Context: an optimization exercise on an open-source flow, tuned for small area and a short achievable clock period. The choices shown serve that exercise and are no tape-out recipe.
Function was checked by simulation only, so behaviour that the tests miss may differ from the original.

==> inputs of 08-02 <==
## fetchStage
module fetchStage (
    input  logic                        clk,
    input  logic                        arstN,
    input  logic                        loadEn,
    input  logic [15:0]                 loadAddr,
    input  logic [15:0]                 loadData,
    input  logic                        pcSel,
    input  logic [15:0]                 brnchAddr,
    input  logic [15:0]                 imm,
    input  logic [15:0]                 rs,
    output logic [15:0]                 pc,
    output logic [15:0]                 instrOut,
    output logic                        regWrite,
    output logic [2:0]                  writeRegAddr,
    output logic                        memEnable,
    output logic                        memWr,
    output logic                        val2Reg,
    output logic                        aluSel,
    output logic [2:0]                  immSel,
    output logic [1:0]                  linkReg,
    output logic                        ctrlErr,
    output logic                        bFlag,
    output logic                        jFlag,
    output logic                        regJmp,
    output logic                        halt,
    output logic                        valid
);
export LEC_CHECK = 0
export CAP_MARGIN = 20
export CORE_MARGIN = 2
export CORE_UTILIZATION = 50
export PLACE_DENSITY = 0.58
export SETUP_SLACK_MARGIN = 4.0
export SLEW_MARGIN = 20
export SYNTH_HIERARCHICAL = 1
export SYNTH_MINIMUM_KEEP_SIZE = 0
export TNS_END_PERCENT = 10
create_clock -name core_clock -period 9.0 [get_ports {clk}]
standard.sh (not shown) runs the stock make flow with config.mk's settings and CLKGATE_MAP_FILE= SYNTH_SCRIPT=/design/flow/synth_recipe.tcl, a recipe that flattens the netlist after the stock synthesis.
==> flow/flow/run.sh <==
#!/bin/bash
# Standard layout with two changes to how it is made: a plain buffer on every
# port in place of the default port buffer cell, and timing repair free to
# pick any drive strength (not only cells of the same width)
# Each step's log stays in orfs/logs, make's own output in make.log
set -uo pipefail
export BUFFER_PORTS_ARGS="-buffer_cell sky130_fd_sc_hd__buf_4"
bash standard.sh MATCH_CELL_FOOTPRINT=0 finish > make.log 2>&1
==> inputs of 11-01, as changes to 08-02 <==
--- a/flow/design.v
+++ b/flow/design.v
@@ -188,32 +188,27 @@
         for (int k = 0; k < 16; k++) begin
             out = out | (word[k] & {16{sel[k]}});
         end
     end
 endmodule
-module selOr17 (
-    input  logic [15:0][15:0]           word,
-    input  logic [15:0]                 sel,
-    input  logic [15:0]                 extra,
-    input  logic                        extraSel,
-    output logic [15:0]                 out
+module fwdPick (
+    input  logic [15:0]                 a,
+    input  logic [15:0]                 b,
+    input  logic                        selA,
+    output logic [15:0]                 y
 );
-    always_comb begin
-        out = extra & {16{extraSel}};
-        for (int k = 0; k < 16; k++) begin
-            out = out | (word[k] & {16{sel[k]}});
-        end
-    end
+    assign y = selA ? a : b;
 endmodule
 module instrMem (
     input  logic                        clk,
     input  logic [15:0]                 colHot,
     input  logic [15:0]                 rowHot,
     input  logic                        loadEn,
     input  logic [15:0]                 loadAddr,
     input  logic [15:0]                 loadData,
     output logic [15:0]                 rdData,
+    output logic                        fwd,
     output logic [15:0]                 word0
 );
 localparam int instrW   = 16;
 localparam int regAddrW = 3;
 localparam int opcW     = 5;
@@ -244,11 +239,10 @@
 localparam logic [2:0] imm11Sext = 3'd4;
     logic [memWords-1:0][instrW-1:0] mem;
     logic [15:0][instrW-1:0]         grp;
     logic [15:0]                     colSel;
     logic [15:0]                     rowSel;
-    logic                            fwd;
     for (genvar w = 0; w < memWords; w++) begin : g_word
         always_ff @(posedge clk) begin
             if (loadEn && loadAddr[memAddrW-1:0] == memAddrW'(w)) begin
                 mem[w] <= loadData;
             end
@@ -258,20 +252,19 @@
     logic [15:0] ldRow;
     oneHot16 ldColDec (.idx(loadAddr[3:0]), .en(loadEn), .sel(ldCol));
     oneHot16 ldRowDec (.idx(loadAddr[7:4]), .en(1'b1), .sel(ldRow));
     assign fwd = |(ldCol & colHot) && |(ldRow & rowHot);
     assign colSel = colHot;
-    assign rowSel = rowHot & {16{!fwd}};
+    assign rowSel = rowHot;
     for (genvar g = 0; g < 16; g++) begin : g_grp
         logic [16*instrW-1:0] grpWord;
         for (genvar k = 0; k < 16; k++) begin : g_k
             assign grpWord[k*instrW +: instrW] = mem[g*16 + k];
         end
         selOr16 grpOr (.word(grpWord), .sel(colSel), .out(grp[g]));
     end
-    selOr17 rowOr (.word(grp), .sel(rowSel), .extra(loadData), .extraSel(fwd),
-                   .out(rdData));
+    selOr16 rowOr (.word(grp), .sel(rowSel), .out(rdData));
     assign word0 = mem[0];
 endmodule
 `timescale 1ns/10ps
 module ctrlDecode (
     input  logic [15:0]                 instr,
@@ -417,13 +410,17 @@
 endmodule
 `timescale 1ns/10ps
 module hazardDetect (
     input  logic                        clk,
     input  logic                        arstN,
-    input  logic [15:0]                 srcInstr,
-    input  logic                        readsRs,
-    input  logic                        readsRt,
+    input  logic [15:0]                 srcStored,
+    input  logic                        storedReadsRs,
+    input  logic                        storedReadsRt,
+    input  logic [15:0]                 srcLoad,
+    input  logic                        loadReadsRs,
+    input  logic                        loadReadsRt,
+    input  logic                        fwd,
     input  logic                        regWrite,
     input  logic [2:0]                  writeRegAddr,
     output logic                        nop
 );
 localparam int instrW   = 16;
@@ -461,38 +458,64 @@
     logic [7:0]               busy;       
     logic                     rsBusy;
     logic                     rtBusy;
     logic                     usesRs;
     logic                     usesRt;
+    logic [1:0]               storedBusy;
+    logic [1:0]               loadBusy;
+    logic [3:0]               nextFlags;
     assign nextVld  = {slotVld[0], regWrite};
     assign nextAddr = {slotAddr[0], writeRegAddr};
     always_comb begin
         for (int r = 0; r < 8; r++) begin
             busy[r] = (nextVld[0] && nextAddr[0] == regAddrW'(r)) ||
                       (nextVld[1] && nextAddr[1] == regAddrW'(r));
         end
     end
+    busyPick storedPick (.busy(busy), .rs(srcStored[10:8]), .rt(srcStored[7:5]),
+                         .rsBusy(storedBusy[1]), .rtBusy(storedBusy[0]));
+    busyPick loadPick (.busy(busy), .rs(srcLoad[10:8]), .rt(srcLoad[7:5]),
+                       .rsBusy(loadBusy[1]), .rtBusy(loadBusy[0]));
+    flagPick pickFlags (
+        .a({loadReadsRs, loadReadsRt, loadBusy}),
+        .b({storedReadsRs, storedReadsRt, storedBusy}), .selA(fwd), .y(nextFlags)
+    );
     always_ff @(posedge clk or negedge arstN) begin
         if (!arstN) begin
             slotVld <= 2'b00;
             rsBusy  <= 1'b0;
             rtBusy  <= 1'b0;
             usesRs  <= 1'b0;
             usesRt  <= 1'b0;
         end else begin
             slotVld <= nextVld;
-            rsBusy  <= busy[srcInstr[10:8]];
-            rtBusy  <= busy[srcInstr[7:5]];
-            usesRs  <= readsRs;
-            usesRt  <= readsRt;
+            {usesRs, usesRt, rsBusy, rtBusy} <= nextFlags;
         end
     end
     always_ff @(posedge clk) begin
         slotAddr <= nextAddr;
     end
     assign nop = (usesRs && rsBusy) || (usesRt && rtBusy);
 endmodule
+module busyPick (
+    input  logic [7:0]                  busy,
+    input  logic [2:0]                  rs,
+    input  logic [2:0]                  rt,
+    output logic                        rsBusy,
+    output logic                        rtBusy
+);
+    assign rsBusy = busy[rs];
+    assign rtBusy = busy[rt];
+endmodule
+module flagPick (
+    input  logic [3:0]                  a,
+    input  logic [3:0]                  b,
+    input  logic                        selA,
+    output logic [3:0]                  y
+);
+    assign y = selA ? a : b;
+endmodule
 `timescale 1ns/10ps
 module fetchStage (
     input  logic                        clk,
     input  logic                        arstN,
     input  logic                        loadEn,
@@ -553,36 +576,49 @@
     logic [instrW-1:0] word0;
     logic [instrW-1:0] curWord;
     logic [18:0]       curDec;
     logic [18:0]       word0Dec;
     logic [18:0]       issueDec;
+    logic [3:0]        slotIn;
     logic              rawRegJmp;
     logic              rawJFlag;
     logic              rawHalt;
     logic              nop;
     logic              afterReset;
-    logic              chkReadsRs;
-    logic              chkReadsRt;
+    logic [instrW-1:0] storedRaw;
+    logic              fwd;
+    logic              storedReadsRs;
+    logic              storedReadsRt;
+    logic              loadReadsRs;
+    logic              loadReadsRt;
     progCounter progCounter_i (
         .clk(clk), .arstN(arstN), .hold(nop || rawHalt), .pcSel(pcSel),
         .regJmp(rawRegJmp), .jFlag(rawJFlag), .brnchAddr(brnchAddr), .imm(imm),
         .rs(rs), .pc(pc), .colHot(colHot), .rowHot(rowHot)
     );
     instrMem instrMem_i (
         .clk(clk), .colHot(colHot), .rowHot(rowHot), .loadEn(loadEn), .loadAddr(loadAddr),
-        .loadData(loadData), .rdData(nextRaw), .word0(word0)
+        .loadData(loadData), .rdData(storedRaw), .fwd(fwd), .word0(word0)
     );
-    ctrlDecode chk (
-        .instr(nextRaw), .regWrite(), .memEnable(), .memWr(), .val2Reg(),
+    fwdPick pickFwd (.a(loadData), .b(storedRaw), .selA(fwd), .y(nextRaw));
+    ctrlDecode chkStored (
+        .instr(storedRaw), .regWrite(), .memEnable(), .memWr(), .val2Reg(),
         .aluSel(), .regJmp(), .jFlag(), .bFlag(), .halt(), .ctrlErr(),
-        .readsRs(chkReadsRs), .readsRt(chkReadsRt), .linkReg(), .immSel(),
+        .readsRs(storedReadsRs), .readsRt(storedReadsRt), .linkReg(), .immSel(),
+        .writeRegAddr(), .valid()
+    );
+    ctrlDecode chkLoad (
+        .instr(loadData), .regWrite(), .memEnable(), .memWr(), .val2Reg(),
+        .aluSel(), .regJmp(), .jFlag(), .bFlag(), .halt(), .ctrlErr(),
+        .readsRs(loadReadsRs), .readsRt(loadReadsRt), .linkReg(), .immSel(),
         .writeRegAddr(), .valid()
     );
     hazardDetect hazardDetect_i (
-        .clk(clk), .arstN(arstN), .srcInstr(nextRaw), .readsRs(chkReadsRs),
-        .readsRt(chkReadsRt), .regWrite(regWrite), .writeRegAddr(writeRegAddr),
-        .nop(nop)
+        .clk(clk), .arstN(arstN), .srcStored(storedRaw), .storedReadsRs(storedReadsRs),
+        .storedReadsRt(storedReadsRt), .srcLoad(loadData), .loadReadsRs(loadReadsRs),
+        .loadReadsRt(loadReadsRt), .fwd(fwd), .regWrite(slotIn[3]),
+        .writeRegAddr(slotIn[2:0]), .nop(nop)
     );
     always_ff @(posedge clk) begin
         curWord <= nextRaw;
     end
     always_ff @(posedge clk or negedge arstN) begin
@@ -614,10 +650,14 @@
     );
     issuePick #(.W(19)) pickDec (
         .afterReset(afterReset), .nop(nop), .resetVal(word0Dec), .curVal(curDec),
         .nopVal(19'd0), .y(issueDec)
     );
+    issuePick #(.W(4)) pickSlot (
+        .afterReset(afterReset), .nop(nop), .resetVal({word0Dec[18], word0Dec[3:1]}),
+        .curVal({curDec[18], curDec[3:1]}), .nopVal(4'd0), .y(slotIn)
+    );
     assign rawHalt   = afterReset ? word0Dec[10] : curDec[10];
     assign rawRegJmp = afterReset ? word0Dec[13] : curDec[13];
     assign rawJFlag  = afterReset ? word0Dec[12] : curDec[12];
     assign regWrite     = issueDec[18];
     assign memEnable    = issueDec[17];
--- a/flow/config.mk
+++ b/flow/config.mk
@@ -6,10 +6,13 @@
 export NUM_CORES = 4
 export LEC_CHECK = 0
 export CAP_MARGIN = 20
 export CORE_MARGIN = 2
 export CORE_UTILIZATION = 50
+export CTS_BUF_LIST = sky130_fd_sc_hd__clkbuf_4 sky130_fd_sc_hd__clkbuf_8 sky130_fd_sc_hd__clkbuf_16
+export CTS_CLUSTER_DIAMETER = 60
+export CTS_CLUSTER_SIZE = 16
 export PLACE_DENSITY = 0.58
 export SETUP_SLACK_MARGIN = 4.0
 export SLEW_MARGIN = 20
 export SYNTH_HIERARCHICAL = 1
 export SYNTH_MINIMUM_KEEP_SIZE = 0
==> inputs of 04-09, as changes to 08-02 <==
--- a/flow/design.v
+++ b/flow/design.v
@@ -188,32 +188,27 @@
         for (int k = 0; k < 16; k++) begin
             out = out | (word[k] & {16{sel[k]}});
         end
     end
 endmodule
-module selOr17 (
-    input  logic [15:0][15:0]           word,
-    input  logic [15:0]                 sel,
-    input  logic [15:0]                 extra,
-    input  logic                        extraSel,
-    output logic [15:0]                 out
+module fwdPick (
+    input  logic [15:0]                 a,
+    input  logic [15:0]                 b,
+    input  logic                        selA,
+    output logic [15:0]                 y
 );
-    always_comb begin
-        out = extra & {16{extraSel}};
-        for (int k = 0; k < 16; k++) begin
-            out = out | (word[k] & {16{sel[k]}});
-        end
-    end
+    assign y = selA ? a : b;
 endmodule
 module instrMem (
     input  logic                        clk,
     input  logic [15:0]                 colHot,
     input  logic [15:0]                 rowHot,
     input  logic                        loadEn,
     input  logic [15:0]                 loadAddr,
     input  logic [15:0]                 loadData,
     output logic [15:0]                 rdData,
+    output logic                        fwd,
     output logic [15:0]                 word0
 );
 localparam int instrW   = 16;
 localparam int regAddrW = 3;
 localparam int opcW     = 5;
@@ -244,11 +239,10 @@
 localparam logic [2:0] imm11Sext = 3'd4;
     logic [memWords-1:0][instrW-1:0] mem;
     logic [15:0][instrW-1:0]         grp;
     logic [15:0]                     colSel;
     logic [15:0]                     rowSel;
-    logic                            fwd;
     for (genvar w = 0; w < memWords; w++) begin : g_word
         always_ff @(posedge clk) begin
             if (loadEn && loadAddr[memAddrW-1:0] == memAddrW'(w)) begin
                 mem[w] <= loadData;
             end
@@ -258,20 +252,19 @@
     logic [15:0] ldRow;
     oneHot16 ldColDec (.idx(loadAddr[3:0]), .en(loadEn), .sel(ldCol));
     oneHot16 ldRowDec (.idx(loadAddr[7:4]), .en(1'b1), .sel(ldRow));
     assign fwd = |(ldCol & colHot) && |(ldRow & rowHot);
     assign colSel = colHot;
-    assign rowSel = rowHot & {16{!fwd}};
+    assign rowSel = rowHot;
     for (genvar g = 0; g < 16; g++) begin : g_grp
         logic [16*instrW-1:0] grpWord;
         for (genvar k = 0; k < 16; k++) begin : g_k
             assign grpWord[k*instrW +: instrW] = mem[g*16 + k];
         end
         selOr16 grpOr (.word(grpWord), .sel(colSel), .out(grp[g]));
     end
-    selOr17 rowOr (.word(grp), .sel(rowSel), .extra(loadData), .extraSel(fwd),
-                   .out(rdData));
+    selOr16 rowOr (.word(grp), .sel(rowSel), .out(rdData));
     assign word0 = mem[0];
 endmodule
 `timescale 1ns/10ps
 module ctrlDecode (
     input  logic [15:0]                 instr,
@@ -454,44 +447,38 @@
 localparam logic [2:0] imm5Zext  = 3'd2;
 localparam logic [2:0] imm8Sext  = 3'd3;
 localparam logic [2:0] imm11Sext = 3'd4;
     logic [1:0]               slotVld;    
     logic [1:0][regAddrW-1:0] slotAddr;
-    logic [1:0]               nextVld;
-    logic [1:0][regAddrW-1:0] nextAddr;
-    logic [7:0]               busy;       
-    logic                     rsBusy;
-    logic                     rtBusy;
-    logic                     usesRs;
-    logic                     usesRt;
-    assign nextVld  = {slotVld[0], regWrite};
-    assign nextAddr = {slotAddr[0], writeRegAddr};
-    always_comb begin
-        for (int r = 0; r < 8; r++) begin
-            busy[r] = (nextVld[0] && nextAddr[0] == regAddrW'(r)) ||
-                      (nextVld[1] && nextAddr[1] == regAddrW'(r));
+    logic                     rsHit;
+    logic                     rtHit;
+    function automatic logic slotHit(input logic [regAddrW-1:0] src,
+                                     input logic [1:0]                  vld,
+                                     input logic [1:0][regAddrW-1:0] addr);
+        logic hit;
+        hit = 1'b0;
+        for (int i = 0; i < 2; i++) begin
+            if (vld[i] && addr[i] == src) begin
+                hit = 1'b1;
+            end
         end
-    end
+        slotHit = hit;
+    endfunction
+    assign rsHit = readsRs && slotHit(srcInstr[10:8], slotVld, slotAddr);
+    assign rtHit = readsRt && slotHit(srcInstr[7:5], slotVld, slotAddr);
+    assign nop   = rsHit || rtHit;
     always_ff @(posedge clk or negedge arstN) begin
         if (!arstN) begin
             slotVld <= 2'b00;
-            rsBusy  <= 1'b0;
-            rtBusy  <= 1'b0;
-            usesRs  <= 1'b0;
-            usesRt  <= 1'b0;
         end else begin
-            slotVld <= nextVld;
-            rsBusy  <= busy[srcInstr[10:8]];
-            rtBusy  <= busy[srcInstr[7:5]];
-            usesRs  <= readsRs;
-            usesRt  <= readsRt;
+            slotVld <= {slotVld[0], regWrite};
         end
     end
     always_ff @(posedge clk) begin
-        slotAddr <= nextAddr;
+        slotAddr[0] <= writeRegAddr;
+        slotAddr[1] <= slotAddr[0];
     end
-    assign nop = (usesRs && rsBusy) || (usesRt && rtBusy);
 endmodule
 `timescale 1ns/10ps
 module fetchStage (
     input  logic                        clk,
     input  logic                        arstN,
@@ -547,46 +534,48 @@
 localparam logic [2:0] imm5Zext  = 3'd2;
 localparam logic [2:0] imm8Sext  = 3'd3;
 localparam logic [2:0] imm11Sext = 3'd4;
     logic [15:0]       colHot;
     logic [15:0]       rowHot;
-    logic [instrW-1:0] nextRaw;
+    logic [instrW-1:0] storedWord;
+    logic [instrW-1:0] loadWord;
+    logic              loadWins;
     logic [instrW-1:0] word0;
     logic [instrW-1:0] curWord;
     logic [18:0]       curDec;
     logic [18:0]       word0Dec;
     logic [18:0]       issueDec;
+    logic [3:0]        slotIn;
     logic              rawRegJmp;
     logic              rawJFlag;
     logic              rawHalt;
     logic              nop;
     logic              afterReset;
-    logic              chkReadsRs;
-    logic              chkReadsRt;
+    logic [instrW-1:0] storedRaw;
+    logic              fwd;
+    logic              curReadsRs;
+    logic              curReadsRt;
     progCounter progCounter_i (
         .clk(clk), .arstN(arstN), .hold(nop || rawHalt), .pcSel(pcSel),
         .regJmp(rawRegJmp), .jFlag(rawJFlag), .brnchAddr(brnchAddr), .imm(imm),
         .rs(rs), .pc(pc), .colHot(colHot), .rowHot(rowHot)
     );
     instrMem instrMem_i (
         .clk(clk), .colHot(colHot), .rowHot(rowHot), .loadEn(loadEn), .loadAddr(loadAddr),
-        .loadData(loadData), .rdData(nextRaw), .word0(word0)
-    );
-    ctrlDecode chk (
-        .instr(nextRaw), .regWrite(), .memEnable(), .memWr(), .val2Reg(),
-        .aluSel(), .regJmp(), .jFlag(), .bFlag(), .halt(), .ctrlErr(),
-        .readsRs(chkReadsRs), .readsRt(chkReadsRt), .linkReg(), .immSel(),
-        .writeRegAddr(), .valid()
+        .loadData(loadData), .rdData(storedRaw), .fwd(fwd), .word0(word0)
     );
     hazardDetect hazardDetect_i (
-        .clk(clk), .arstN(arstN), .srcInstr(nextRaw), .readsRs(chkReadsRs),
-        .readsRt(chkReadsRt), .regWrite(regWrite), .writeRegAddr(writeRegAddr),
+        .clk(clk), .arstN(arstN), .srcInstr(curWord), .readsRs(curReadsRs),
+        .readsRt(curReadsRt), .regWrite(slotIn[3]), .writeRegAddr(slotIn[2:0]),
         .nop(nop)
     );
     always_ff @(posedge clk) begin
-        curWord <= nextRaw;
+        storedWord <= storedRaw;
+        loadWord   <= loadData;
+        loadWins   <= fwd;
     end
+    fwdPick pickFwd (.a(loadWord), .b(storedWord), .selA(loadWins), .y(curWord));
     always_ff @(posedge clk or negedge arstN) begin
         if (!arstN) begin
             afterReset <= 1'b1;
         end else begin
             afterReset <= 1'b0;
@@ -594,11 +583,11 @@
     end
     ctrlDecode cntrl (
         .instr(curWord), .regWrite(curDec[18]), .memEnable(curDec[17]),
         .memWr(curDec[16]), .val2Reg(curDec[15]), .aluSel(curDec[14]),
         .regJmp(curDec[13]), .jFlag(curDec[12]), .bFlag(curDec[11]),
-        .halt(curDec[10]), .ctrlErr(curDec[9]), .readsRs(), .readsRt(),
+        .halt(curDec[10]), .ctrlErr(curDec[9]), .readsRs(curReadsRs), .readsRt(curReadsRt),
         .linkReg(curDec[8:7]), .immSel(curDec[6:4]), .writeRegAddr(curDec[3:1]),
         .valid(curDec[0])
     );
     ctrlDecode dec0 (
         .instr(word0), .regWrite(word0Dec[18]), .memEnable(word0Dec[17]),
@@ -614,10 +603,14 @@
     );
     issuePick #(.W(19)) pickDec (
         .afterReset(afterReset), .nop(nop), .resetVal(word0Dec), .curVal(curDec),
         .nopVal(19'd0), .y(issueDec)
     );
+    issuePick #(.W(4)) pickSlot (
+        .afterReset(afterReset), .nop(nop), .resetVal({word0Dec[18], word0Dec[3:1]}),
+        .curVal({curDec[18], curDec[3:1]}), .nopVal(4'd0), .y(slotIn)
+    );
     assign rawHalt   = afterReset ? word0Dec[10] : curDec[10];
     assign rawRegJmp = afterReset ? word0Dec[13] : curDec[13];
     assign rawJFlag  = afterReset ? word0Dec[12] : curDec[12];
     assign regWrite     = issueDec[18];
     assign memEnable    = issueDec[17];
--- a/flow/config.mk
+++ b/flow/config.mk
@@ -5,12 +5,15 @@
 export SDC_FILE = /design/flow/constraint.sdc
 export NUM_CORES = 4
 export LEC_CHECK = 0
 export CAP_MARGIN = 20
 export CORE_MARGIN = 2
-export CORE_UTILIZATION = 50
-export PLACE_DENSITY = 0.58
+export CORE_UTILIZATION = 56
+export CTS_BUF_LIST = sky130_fd_sc_hd__clkbuf_4 sky130_fd_sc_hd__clkbuf_8 sky130_fd_sc_hd__clkbuf_16
+export CTS_CLUSTER_DIAMETER = 60
+export CTS_CLUSTER_SIZE = 16
+export PLACE_DENSITY = 0.65
 export SETUP_SLACK_MARGIN = 4.0
 export SLEW_MARGIN = 20
 export SYNTH_HIERARCHICAL = 1
 export SYNTH_MINIMUM_KEEP_SIZE = 0
 export TNS_END_PERCENT = 10
==> comparison table <==
Result of the run: 11-01 no timing/DRC/antenna violations; 04-09 no timing/DRC/antenna violations; 08-02 no timing/DRC/antenna violations
Via count of the first global-routing pass: 11-01 86687; 04-09 86238; 08-02 87198
Post-Route Skew: 11-01 0.0626 ns; 04-09 0.0588 ns; 08-02 0.0715 ns
Critical path destination: 11-01 hazardDetect_i.usesRt; 04-09 storedWord[10]; 08-02 hazardDetect_i.usesRs
Tcrit/Tclk final: 11-01 64.2%; 04-09 60.9%; 08-02 64.3%
Filler-free cell count of the finished design: 11-01 13406; 04-09 12818; 08-02 13712
Post-synth design cell area: 11-01 159000 µm²; 04-09 158000 µm²; 08-02 158000 µm²
Post-Route M1 WL: 11-01 196 mm; 04-09 178 mm; 08-02 197 mm
Crit path largest cell delay: 11-01 0.48 ns; 04-09 0.46 ns; 08-02 0.42 ns
Non-clock inverter total of the final layout: 11-01 48; 04-09 45; 08-02 53
Pre-CTS setup slack: 11-01 1.44 ns; 04-09 1.37 ns; 08-02 0.978 ns
Wire length of the first global-routing pass: 11-01 672 mm; 04-09 642 mm; 08-02 683 mm
Std-Cell Core Area: 11-01 315000 µm²; 04-09 282000 µm²; 08-02 315000 µm²
Met1 GRT Util: 11-01 42.0%; 04-09 44.5%; 08-02 43.0%

[what the ideal ports hide]
The results above use ideal ports. As a check the final layouts listed here were re-extracted and re-timed, cells and wires unchanged.
Step 1, drivers: a clkbuf_16 drives clk and a buf_2 each remaining input, both assumed.
Step 2 also shifts input and output timing later by t, the mid clock arrival at the registers, as if the neighbouring blocks saw the same clock.
a / b / c = ideal / step 1 / step 2; a / b = the first two.
run	t (ns)	setup WS [ns]	latest minus earliest clock arrival (ns)
08-02	1.058	3.211 / 3.277 / 2.219	0.076 / 0.075
11-01	1.027	3.224 / 3.279 / 2.252	0.071 / 0.071
04-09	0.984	3.516 / 3.516 / 2.710	0.070 / 0.070
After both steps every run listed still meets setup and hold. For 08-02, which loses most, drivers alone change the setup slack by +0.066 ns; drivers and shift together by -0.992 ns.
